This is an optimization exercise on Yosys and OpenROAD, whose aim is small area and a short achievable clock period, not a production implementation. In this exercise RTL edits were held to simulation tests only and were not proved equivalent to the original. Power figures rest on the tool's default switching activity, not on a simulated workload.

// lfsr_trng_core
module lfsr_trng_core #(
    parameter int              n          = 32,
    parameter int              DATA_WIDTH = 32,
    parameter int              ADDR_WIDTH = 32,
    parameter int              RAM_DEPTH  = 100,
    parameter logic [DATA_WIDTH-1:0] LFSR_TAPS = lfsr_trng_core_pkg::LFSR_TAPS_DEFAULT,
    parameter logic [DATA_WIDTH-1:0] LFSR_SEED = lfsr_trng_core_pkg::LFSR_SEED_DEFAULT
) (
    input  logic                  clk,
    input  logic                  rst,
    input  logic                  request,
    input  logic                  we_i,
    input  logic                  rd_i,
    input  logic [ADDR_WIDTH-1:0] addr_i,
    output logic [DATA_WIDTH-1:0] rnd,
    output logic [DATA_WIDTH-1:0] data_o,
    output logic [n-1:0]          count
);
clock: 4.0 ns
lec_check: 0
cap_margin: 5
core_margin: 2
core_utilization: 55
cts_cluster_diameter: 80
cts_cluster_size: 20
setup_slack_margin: 1.8
slew_margin: 5
synth_hierarchical: 1
run.sh (not shown) runs the stock make flow with config.mk's settings and CLKGATE_MAP_FILE= SYNTH_SCRIPT=/design/flow/synth_recipe.tcl, a recipe that flattens the netlist after the stock synthesis.
The first run produced a clean layout.
Then changed:
==> flow/flow/run.sh (new file) <==
#!/bin/bash
# The standard layout, with the resizer allowed to change a cell's drive
# strength during timing repair (the platform otherwise only swaps cells of
# the same footprint, which in sky130hd means no resizing at all).
set -euo pipefail
bash standard.sh MATCH_CELL_FOOTPRINT=0 finish > flow_make.log 2>&1
==> flow/standard.sh (new file) <==
#!/bin/bash
# synth_recipe.tcl (not shown) runs the flow's synth.tcl, then flattens the netlist and writes it again
# the make line also repeats each setting of config.mk as NAME=value (left out here)
make -C /OpenROAD-flow-scripts/flow DESIGN_CONFIG=/design/flow/config.mk WORK_HOME=/design/flow/orfs CLKGATE_MAP_FILE= SYNTH_SCRIPT=/design/flow/synth_recipe.tcl "${@:-finish}"
--- a/flow/config.mk
+++ b/flow/config.mk
@@ -9,7 +9,8 @@
 export CORE_MARGIN = 2
-export CORE_UTILIZATION = 55
+export CORE_UTILIZATION = 60
 export CTS_CLUSTER_DIAMETER = 80
 export CTS_CLUSTER_SIZE = 20
-export SETUP_SLACK_MARGIN = 1.8
+export SETUP_SLACK_MARGIN = 1.9
 export SLEW_MARGIN = 5
 export SYNTH_HIERARCHICAL = 1
+export TNS_END_PERCENT = 5
removed: flow/run.sh
Result:
- non-clock buffer count grows by 33
- worst setup slack is better by 12 ps
- combinational power goes up by a few percent
- synthesized area does not change
- count of clock-buffer cells in the layout went down by 11
- maximum frequency increases slightly
- via count climbs by a few percent
- clock power is about the same
- critical path depth came out lower by 2
- total power stays flat
- final cell count is lower slightly
Then changed:
--- a/flow/config.mk
+++ b/flow/config.mk
@@ -9,3 +9,3 @@
 export CORE_MARGIN = 2
-export CORE_UTILIZATION = 60
+export CORE_UTILIZATION = 55
 export CTS_CLUSTER_DIAMETER = 80
@@ -15,2 +15,2 @@
 export SYNTH_HIERARCHICAL = 1
-export TNS_END_PERCENT = 5
+export TNS_END_PERCENT = 10
After rerunning: Clock skew came out higher by 3.6 ps; power hardly moves; cell count came out higher by 1.5%; worst hold slack improves by 6.3 ps; global-route usage came out lower by 5.4 points.

========
Setup of main:
Starting RTL as in the previous note.
clock: 4.0 ns
lec_check: 0
cap_margin: 5
core_margin: 2
core_utilization: 55
cts_cluster_diameter: 80
cts_cluster_size: 20
setup_slack_margin: 1.5
slew_margin: 5
synth_hierarchical: 1
Stock flow here: none of the scripts above is used.
> inputs changed (main -> the feature branch)
Settings: SETUP_SLACK_MARGIN changed from 1.5 to 1.8; CORE_UTILIZATION changed from 55 to 68.
Findings:
Changes observed in the feature branch relative to main: part of the total power dissipated in combinational logic neither gained nor lost much, sequential fraction of design power picked up an extra 0.3 points, worst setup slack lost 0.12 ns, total wire length picked up an extra about 3.6%, total number of vias picked up an extra 3,889. Compared with main, the feature branch shows a lower total number of cells along the worst setup path. main → the feature branch: number of ordinary and repair buffers in the finished layout picked up an extra about 11%, post-synthesis to final-layout area growth rose 0.92 points, post-route standard cell area excluding fillers went up. Of the two values seen for timing endpoint of the critical path, u_ram.data_q[2]$_DFF_P_ was produced by the feature branch and u_ram.data_q[30]$_DFF_P_ by main.

## afterwards: timing with drivers on the ports
In the flow no input, the clock included, has a driving cell. The finished layouts below were timed again as built, in two steps.
Step 1 (the two cells are an assumption about what drives the block):
set clk [get_ports {clk}]
set_driving_cell -lib_cell sky130_fd_sc_hd__clkbuf_16 $clk
set_driving_cell -lib_cell sky130_fd_sc_hd__buf_2 [delete_from_list [all_inputs] $clk]
Step 2 times the ports against the registers' clock, not the clock port: input delays grow and output delays shrink by t, the midpoint of the rising clock arrivals with the driver on.
Slacks: no drivers / after step 1 / after step 2; pairs: no drivers / after step 1.
run	t, ns	setup slack, ns	worst setup path at the end	worst data-port slew with drivers (ns)
the first run of note 1	0.951	1.446 / 1.481 / 0.530	input to register	0.07
the second run of note 1	0.980	1.458 / 1.454 / 0.474	input to register	0.20
the third run of note 1	0.959	1.486 / 1.555 / 0.596	input to register	0.08
main	0.952	1.386 / 1.452 / 0.501	input to register	0.04
the feature branch	0.963	1.269 / 1.325 / 0.362	input to register	0.06
After both steps setup and hold are still met in every run listed. For the second run of note 1, which loses most, drivers alone change the setup slack by -0.004 ns; drivers and shift together by -0.984 ns.
